Source: an optimization exercise on an open RTL-to-GDS flow (aim: small area, a short achievable clock period and few clock cycles per item). Production flows keep margins and buffers that such runs may drop. In this exercise RTL edits were held to simulation tests only and were not proved equivalent to the original. No activity file was given, so power comes from the tool's default toggle rates.

--- design/flow/run.sh ---
#!/bin/bash
# synth_recipe.tcl (not shown) runs the flow's synth.tcl, then flattens the netlist and writes it again
# the make line also repeats each setting of config.mk as NAME=value (left out here)
make -C /OpenROAD-flow-scripts/flow DESIGN_CONFIG=/design/flow/config.mk WORK_HOME=/design/flow/orfs CLKGATE_MAP_FILE= SYNTH_SCRIPT=/design/flow/synth_recipe.tcl finish
--- design/flow/config.mk ---
export PLATFORM = sky130hd
export DESIGN_NAME = pcm_voice_engine
export DESIGN_NICKNAME = pcm_voice_engine
export VERILOG_FILES = /design/flow/design.v
export SDC_FILE = /design/flow/constraint.sdc
export NUM_CORES = 4
export LEC_CHECK = 0
export CAP_MARGIN = 20
export CORE_MARGIN = 2
export CORE_UTILIZATION = 40
export SLEW_MARGIN = 20
--- design/flow/constraint.sdc ---
create_clock -name core_clock -period 6.5 [get_ports {CLK}]
set_input_delay 1.3000 -clock core_clock [delete_from_list [all_inputs] [get_ports {CLK}]]
set_output_delay 1.3000 -clock core_clock [all_outputs]
set_load 0.01 [all_outputs]
--- design/flow/design.v ---
module pcm_voice_engine #(
    parameter int CHANNELS = 8,
    parameter int ADDR_W   = 24,
    parameter int PITCH_W  = 24
) (
    input  logic              CLK,
    input  logic              NRES,
    input  logic              wr_en,
    input  logic [9:0]        wr_addr,
    input  logic [7:0]        wr_data,
    input  logic              frame_start,
    output logic              rom_req,
    output logic [ADDR_W-1:0] rom_addr,
    input  logic              rom_ack,
    input  logic [7:0]        rom_data,
    output logic              smp_valid,
    output logic [2:0]        smp_ch,
    output logic [15:0]       smp_data,
    output logic              frame_done,
    output logic              frame_ovr
);
    typedef enum logic [2:0] {
        IDLE, LOAD, FETCH_LO, FETCH_HI, DECODE, EMIT, ADVANCE
    } state_e;
    state_e state_q, state_d;
    logic [PITCH_W-1:0] pitch_q [CHANNELS];
    logic [ADDR_W-1:0]  start_q [CHANNELS];
    logic [ADDR_W-1:0]  loop_q  [CHANNELS];
    logic [2:0]         mode_q  [CHANNELS];
    logic [CHANNELS-1:0] pend_on_q, pend_off_q;
    logic [ADDR_W:0]     pos_q  [CHANNELS];
    logic [ADDR_W:0]     lpos_q [CHANNELS];
    logic [15:0]         frac_q [CHANNELS];
    logic signed [15:0]  acc_q  [CHANNELS];
    logic [CHANNELS-1:0] active_q, first_q;
    logic [2:0]        ch_q;
    logic [7:0]        lo_q, hi_q;
    logic [15:0]       smp_q;
    logic              looped_q;
    logic              rom_req_q;
    logic [ADDR_W-1:0] rom_addr_q;
    logic              frame_done_q, frame_ovr_q;
    function automatic logic [23:0] put_byte(
        input logic [23:0] old,
        input logic [1:0]  idx,
        input logic [7:0]  d
    );
        logic [23:0] r;
        r = old;
        case (idx)
            2'd0:    r[7:0]   = d;
            2'd1:    r[15:8]  = d;
            2'd2:    r[23:16] = d;
            default: r = old;
        endcase
        put_byte = r;
    endfunction
    function automatic logic signed [7:0] dpcm_delta(input logic [3:0] n);
        logic signed [7:0] r;
        case (n)
            4'd0:    r = 8'sd0;
            4'd1:    r = 8'sd1;
            4'd2:    r = 8'sd4;
            4'd3:    r = 8'sd9;
            4'd4:    r = 8'sd16;
            4'd5:    r = 8'sd25;
            4'd6:    r = 8'sd36;
            4'd7:    r = 8'sd49;
            4'd8:    r = -8'sd64;
            4'd9:    r = -8'sd49;
            4'd10:   r = -8'sd36;
            4'd11:   r = -8'sd25;
            4'd12:   r = -8'sd16;
            4'd13:   r = -8'sd9;
            4'd14:   r = -8'sd4;
            default: r = -8'sd1;
        endcase
        dpcm_delta = r;
    endfunction
    logic       wr_ch_ok, key_on_wr, key_off_wr, accept;
    logic [2:0] wr_ch;
    logic [1:0] wr_idx, wr_fld;
    logic [ADDR_W:0]    cur_pos;
    logic signed [15:0] cur_acc;
    logic               is16, isdp, loop_en, marker, dp_apply, last_ch;
    logic [ADDR_W-1:0]  addr_lo;
    logic [3:0]         nib;
    logic signed [17:0] acc_sum;
    logic signed [15:0] acc_sat;
    logic [ADDR_W+16:0] adv_sum;
    always_comb begin
        wr_ch      = wr_addr[6:4];
        wr_fld     = wr_addr[3:2];
        wr_idx     = wr_addr[1:0];
        wr_ch_ok   = wr_en && (wr_addr[9:7] == 3'd0)
                     && ({29'd0, wr_ch} < 32'(CHANNELS));
        key_on_wr  = wr_en && (wr_addr == 10'h200);
        key_off_wr = wr_en && (wr_addr == 10'h201);
        accept     = (state_q == IDLE) && frame_start;
        cur_pos  = pos_q[ch_q];
        cur_acc  = acc_q[ch_q];
        is16     = (mode_q[ch_q][1:0] == 2'b01);
        isdp     = (mode_q[ch_q][1:0] == 2'b10);
        loop_en  = mode_q[ch_q][2];
        last_ch  = (ch_q == 3'(CHANNELS - 1));
        if (is16) begin
            addr_lo = start_q[ch_q] + ADDR_W'({cur_pos, 1'b0});
        end else if (isdp) begin
            addr_lo = start_q[ch_q] + ADDR_W'(cur_pos >> 1);
        end else begin
            addr_lo = start_q[ch_q] + ADDR_W'(cur_pos);
        end
        if (is16) begin
            marker = ({hi_q, lo_q} == 16'h8000);
        end else if (isdp) begin
            marker = (lo_q == 8'h88);
        end else begin
            marker = (lo_q == 8'h80);
        end
        nib      = cur_pos[0] ? lo_q[7:4] : lo_q[3:0];
        dp_apply = first_q[ch_q] || (cur_pos != lpos_q[ch_q]);
        acc_sum  = 18'(cur_acc) + (18'(dpcm_delta(nib)) <<< 8);
        if (acc_sum > 18'sd32767) begin
            acc_sat = 16'sh7fff;
        end else if (acc_sum < -18'sd32768) begin
            acc_sat = 16'sh8000;
        end else begin
            acc_sat = acc_sum[15:0];
        end
        adv_sum = {cur_pos, frac_q[ch_q]}
                  + (ADDR_W + 17)'(pitch_q[ch_q]);
    end
    always_ff @(posedge CLK or negedge NRES) begin
        if (!NRES) begin
            for (int c = 0; c < CHANNELS; c++) begin
                pitch_q[c] <= '0;
                start_q[c] <= '0;
                loop_q[c]  <= '0;
                mode_q[c]  <= '0;
            end
            pend_on_q  <= '0;
            pend_off_q <= '0;
        end else begin
            for (int c = 0; c < CHANNELS; c++) begin
                if (wr_ch_ok && (wr_ch == 3'(c))) begin
                    case (wr_fld)
                        2'd0: pitch_q[c] <= PITCH_W'(put_byte(
                                  24'(pitch_q[c]), wr_idx, wr_data));
                        2'd1: start_q[c] <= ADDR_W'(put_byte(
                                  24'(start_q[c]), wr_idx, wr_data));
                        2'd2: loop_q[c]  <= ADDR_W'(put_byte(
                                  24'(loop_q[c]), wr_idx, wr_data));
                        default: begin
                            if (wr_idx == 2'd0) mode_q[c] <= wr_data[2:0];
                        end
                    endcase
                end
            end
            pend_on_q  <= (accept ? '0 : pend_on_q)
                          | (key_on_wr ? wr_data[CHANNELS-1:0] : '0);
            pend_off_q <= (accept ? '0 : pend_off_q)
                          | (key_off_wr ? wr_data[CHANNELS-1:0] : '0);
        end
    end
    always_ff @(posedge CLK or negedge NRES) begin
        if (!NRES) state_q <= IDLE;
        else       state_q <= state_d;
    end
    always_comb begin
        state_d = state_q;
        unique case (state_q)
            IDLE:     if (frame_start) state_d = LOAD;
            LOAD:     state_d = active_q[ch_q] ? FETCH_LO : EMIT;
            FETCH_LO: if (rom_req_q && rom_ack) state_d = is16 ? FETCH_HI : DECODE;
            FETCH_HI: if (rom_req_q && rom_ack) state_d = DECODE;
            DECODE:   state_d = (marker && loop_en && !looped_q) ? FETCH_LO : EMIT;
            EMIT:     state_d = ADVANCE;
            ADVANCE:  state_d = last_ch ? IDLE : LOAD;
            default:  state_d = IDLE;
        endcase
    end
    always_ff @(posedge CLK or negedge NRES) begin
        if (!NRES) begin
            for (int c = 0; c < CHANNELS; c++) begin
                pos_q[c]  <= '0;
                lpos_q[c] <= '0;
                frac_q[c] <= '0;
                acc_q[c]  <= '0;
            end
            active_q     <= '0;
            first_q      <= '0;
            ch_q         <= '0;
            lo_q         <= '0;
            hi_q         <= '0;
            smp_q        <= '0;
            looped_q     <= 1'b0;
            rom_req_q    <= 1'b0;
            rom_addr_q   <= '0;
            frame_done_q <= 1'b0;
            frame_ovr_q  <= 1'b0;
        end else begin
            frame_done_q <= 1'b0;
            frame_ovr_q  <= frame_start && (state_q != IDLE);
            unique case (state_q)
                IDLE: begin
                    if (frame_start) begin
                        ch_q <= '0;
                        for (int c = 0; c < CHANNELS; c++) begin
                            if (pend_off_q[c]) begin
                                active_q[c] <= 1'b0;
                            end else if (pend_on_q[c]) begin
                                active_q[c] <= 1'b1;
                                first_q[c]  <= 1'b1;
                                pos_q[c]    <= '0;
                                frac_q[c]   <= '0;
                                acc_q[c]    <= '0;
                            end
                        end
                    end
                end
                LOAD: begin
                    looped_q <= 1'b0;
                    if (!active_q[ch_q]) smp_q <= '0;
                end
                FETCH_LO: begin
                    if (!rom_req_q) begin
                        rom_addr_q <= addr_lo;
                        rom_req_q  <= 1'b1;
                    end else if (rom_ack) begin
                        lo_q      <= rom_data;
                        rom_req_q <= 1'b0;
                    end
                end
                FETCH_HI: begin
                    if (!rom_req_q) begin
                        rom_addr_q <= addr_lo + ADDR_W'(1);
                        rom_req_q  <= 1'b1;
                    end else if (rom_ack) begin
                        hi_q      <= rom_data;
                        rom_req_q <= 1'b0;
                    end
                end
                DECODE: begin
                    if (marker) begin
                        if (loop_en && !looped_q) begin
                            pos_q[ch_q] <= {1'b0, loop_q[ch_q]};
                            looped_q    <= 1'b1;
                        end else begin
                            active_q[ch_q] <= 1'b0;
                            smp_q          <= '0;
                        end
                    end else if (is16) begin
                        smp_q <= {hi_q, lo_q};
                    end else if (isdp) begin
                        lpos_q[ch_q] <= cur_pos;
                        if (dp_apply) begin
                            acc_q[ch_q] <= acc_sat;
                            smp_q       <= acc_sat;
                        end else begin
                            smp_q <= cur_acc;
                        end
                    end else begin
                        smp_q <= {lo_q, 8'h00};
                    end
                end
                ADVANCE: begin
                    if (active_q[ch_q]) begin
                        {pos_q[ch_q], frac_q[ch_q]} <= adv_sum;
                        first_q[ch_q] <= 1'b0;
                    end
                    if (last_ch) frame_done_q <= 1'b1;
                    else         ch_q <= ch_q + 3'd1;
                end
                default: ;
            endcase
        end
    end
    assign rom_req    = rom_req_q;
    assign rom_addr   = rom_addr_q;
    assign smp_valid  = (state_q == EMIT);
    assign smp_ch     = (state_q == EMIT) ? ch_q : 3'd0;
    assign smp_data   = (state_q == EMIT) ? smp_q : 16'd0;
    assign frame_done = frame_done_q;
    assign frame_ovr  = frame_ovr_q;
endmodule
==> results.txt <==
==> how the worst max path moves through the flow <==
stage | to | slack, ps | cells past startpoint
2_1_floorplan | rom_addr_q[19] | 10 | 27
4_1_cts | rom_addr_q[19] | 120 | 19
3_3_place_gp | rom_addr_q[19] | 130 | 19
5_1_grt | rom_addr_q[23] | -3 | 18
6_report | rom_addr_q[19] | 260 | 19
3_5_place_dp | rom_addr_q[19] | 130 | 19
==> placed cells by master (no fill, tap or decap), drive strengths merged, types with 48 or more instances in the layout <==
cell           instances
inv                   57
a22oi                 51
ha                    89
dfrtp               1354
clkdlybuf4s50         68
a22o                 202
xor2                  48
a222oi               154
nand3                 65
a31oi                 97
mux2                1104
clkbuf               229
a21oi                155
a221oi                97
o21ai                177
nor3                  71
buf                  185
mux2i                 99
nand2                489
nor2                 258
xnor2                 64
==> layout make-up <==
class                           count  share of cell area [%]
Clock buffer                      228                   6.113
Clock inverter                     41                  0.7004
Inverter                           52                  0.2620
Multi-Input combinational cell   3731                   40.67
Sequential cell                  1354                   45.49
Tap cell                         2175                   3.653
Timing Repair Buffer              254                   3.117
==> cell usage after synthesis, drive strengths merged, types with 18 or more instances <==
master / n
a221o: 21
clkbuf: 308
a22oi: 51
o21ai: 177
inv: 50
mux2i: 99
and3: 27
nor2: 258
a222oi: 154
a211oi: 25
o31ai: 40
a22o: 202
nand2b: 23
a21o: 29
a21oi: 155
o22ai: 24
nand2: 489
nand3: 65
mux2: 1104
and2: 43
a31oi: 97
o211ai: 25
nor3: 71
xor2: 48
o21a: 23
ha: 89
buf: 111
a221oi: 97
nand4: 18
nor2b: 20
o221ai: 25
xnor2: 64
dfrtp: 1354
==> power by group through the flow <==
stage / clock, mW / combinational [mW] / sequential, mW
CTS: 8.90 / 16.6 / 10.3
global route: 9.25 / 18.3 / 10.4
floorplan: 0 / 11.0 / 10.2
detailed placement: 0 / 16.6 / 10.4
global placement: 0 / 16.5 / 10.4
finish: 8.75 / 16.9 / 10.3
==> routing by layer <==
layer,share of wire (%),up-vias
li1,-,20740
met1,46,25050
met2,44,1923
met3,7.3,345
met4,2.9,2
met5,0.0044,-
==> cells by family after synthesis <==
kind of cell / synth area share (%)
compound gates: 14.32
xor+xnor: 1.489
fa+ha+maj: 1.812
buf+inv: 2.901
flops: 51.44
mux: 20.57
simple gates: 7.460
==> through the flow <==
stage                     cells  utilization (%)  instance area, sq um
after floorplan            5556                -                 65920
after global placement     7565            42.51                 69350
after detailed placement   7565            42.51                 69360
after CTS                  7834            45.62                 74430
after global routing       7835            45.66                 74500
final                      7835            45.66                 74500
==> registers in the layout, summed over array words and instances, names as in the netlist, 16 cells and up <==
name and flops:
pitch_q 192, lpos_q 200, smp_q 16, acc_q 128, start_q 192, loop_q 192, frac_q 128, mode_q 24
rom_addr_q 24, pos_q 200
==> worst max-delay path, cell delays in order, from the launching register on <==
cell	delay, ps
dfrtp_1	460
ha_1	280
buf_4	180
ha_4	260
buf_4	290
a222oi_1	620
o21ai_0	230
a21oi_2	260
a21oi_1	210
ha_1	490
o21ai_0	190
o21ai_1	400
a211o_1	260
nand4_1	230
nor4b_1	500
o221ai_1	380
nor4_4	360
nand2_1	110
xor2_1	150
mux2_2	260
==> results.cfg <==
[status]
status = timing/DRC/antenna clean

[clocking]
numCtsBuffers = 151
path_clk_slew_ps = 60
clk_latency_ps = 790
htreeDepth = 4
post-cts-setup-buffers = 0
hold_buffers = 0
cts_buffer_depth = 3
cts.sinks = 1354
cts_tree = built
clockRootBuffer = clkbuf_16
ctsResizeCount = 0

[detailed_routing]
wl_microns = 205300
vias = 48050
drcViolationCount = 0
ant_nets = 0
dr.pass1.iters = 9
wl_per_cell_microns = 26.20
via_per_inst = 6.133
drt_iter0_markers = 5655

[final_layout]
n_antenna_cell = 0
fill_cells = 14740
seqCellArea_sq_mm = 0.03389
final_nets = 5668
drive_above_1_share_pct = 28.39
area_growth_pct = 13.11
multi_input_area_sq_mm = 0.03030

[pwr]
switching_share_pct = 42.95
clockPowerShare_pct = 24.3
p_seq_share_pct = 28.6
p_switching_mw = 15.46
leakage_nw = 34.54
fin_total_pwr_mw = 35.99
irDropWorstVdd_v = 0.0003633
p_int_mw = 20.53
p_comb_share_pct = 47.1
powerDensity_mw_per_mm2 = 483.0

[placement]
dpl.hpwl_microns = 130200
place_congestion = 0.8736
io_buffers = 77
place_ws_ps = 128.8

[sta]
fmax_mhz = 160.3
finalSetupViolations = 0
finalCritPeriodShare_pct = 95.97
skew_ps = 34.73
rsz0062_at_grt = true
worst_slew_pin_slew_ps = 1138
slew_headroom_pct = 24.14
slew_viol_final = 0
whs_ps = 471.0
setup_ws_ps = 262.3
tns_ps = 0
hold_violations = 0
fin_crit_ps = 6238

[worst_hold_path]
whs_endpoint = rom_addr_q[1]
whs_path_depth = 2
hold_path.class = reg -> reg
holdCritStartpoint = rom_addr_q[1]

[logic_synthesis]
synthDistinctLibCells = 97
ys_warn_count = 9
async_flop_share_pct = 100.0
synth_area_sq_mm = 0.06586
synthCells = 5556
synth_area_leader_cell = dfrtp_1
synth_top_area_share_pct = 51.44
synth.net_count = 5680
ys_ff_latch = 1354
synth_edf_count = 0
synthTopCellsByArea = dfrtp_1 (51%), mux2_2 (18%), nand2_1 (2.8%)
ys.flop_type = dfrtp_1
ys_seq_area_share_pct = 51.44
avgSynthCellArea_sq_um = 11.85

[floorplan]
die_area_sq_mm = 0.1679
start_util_pct = 40.37
boundaryPins = 78
die_h_microns = 409.8
chipWidth_microns = 409.8
rows = 148
core-area_sq_mm = 0.1631

[critical_path]
cp.required_ps = 7160
crit_arrival_ps = 6900
r2r_end = rom_addr_q[19]
r2r_slack_ps = 260
critPathKind = reg -> reg
crit_start = ch_q[0]
end_kind = flip-flop
worstSetupStartpointType = flip-flop
r2r_cells = 19
reg2reg_from = ch_q[0]
worstPathMaxFanout = 23

[grt]
grt-busiest-layer = met2
gr-usage-all-layers_pct = 24.20
use_met3_pct = 3.675
grt_antenna_before_repair = 1
grt_pass1_vias = 48010
met2_usage_pct = 36.20
grt_pass1_wl_microns = 312900
grt_max_degree = 181
overflow = 0
met1_usage_pct = 35.87

[run]
max_cap_violations = 0
Testbench counts, summed over its fixed seeds: cycles 83,891, frames 1,536.

-- afterwards: timing with drivers on the ports --
The results above use ideal ports. As a check the final layout listed here was re-extracted and re-timed, cells and wires unchanged.
Step 1 assumes that a clkbuf_16 drives the clock port and a buf_2 every other input.
Step 2 also shifts input and output timing later by t, the mid clock arrival at the registers, as if the neighbouring blocks saw the same clock.
a / b / c = no drivers / after step 1 / after step 2; a / b = the first two.
t (ns): 0.851
setup slack, ns: 0.262 / 0.262 / 0.262
worst slew at a driven data input, ns: 0.10
After both steps this run still meets setup and hold. For this run, drivers alone change the setup slack by 0.000 ns; drivers and shift together by 0.000 ns.
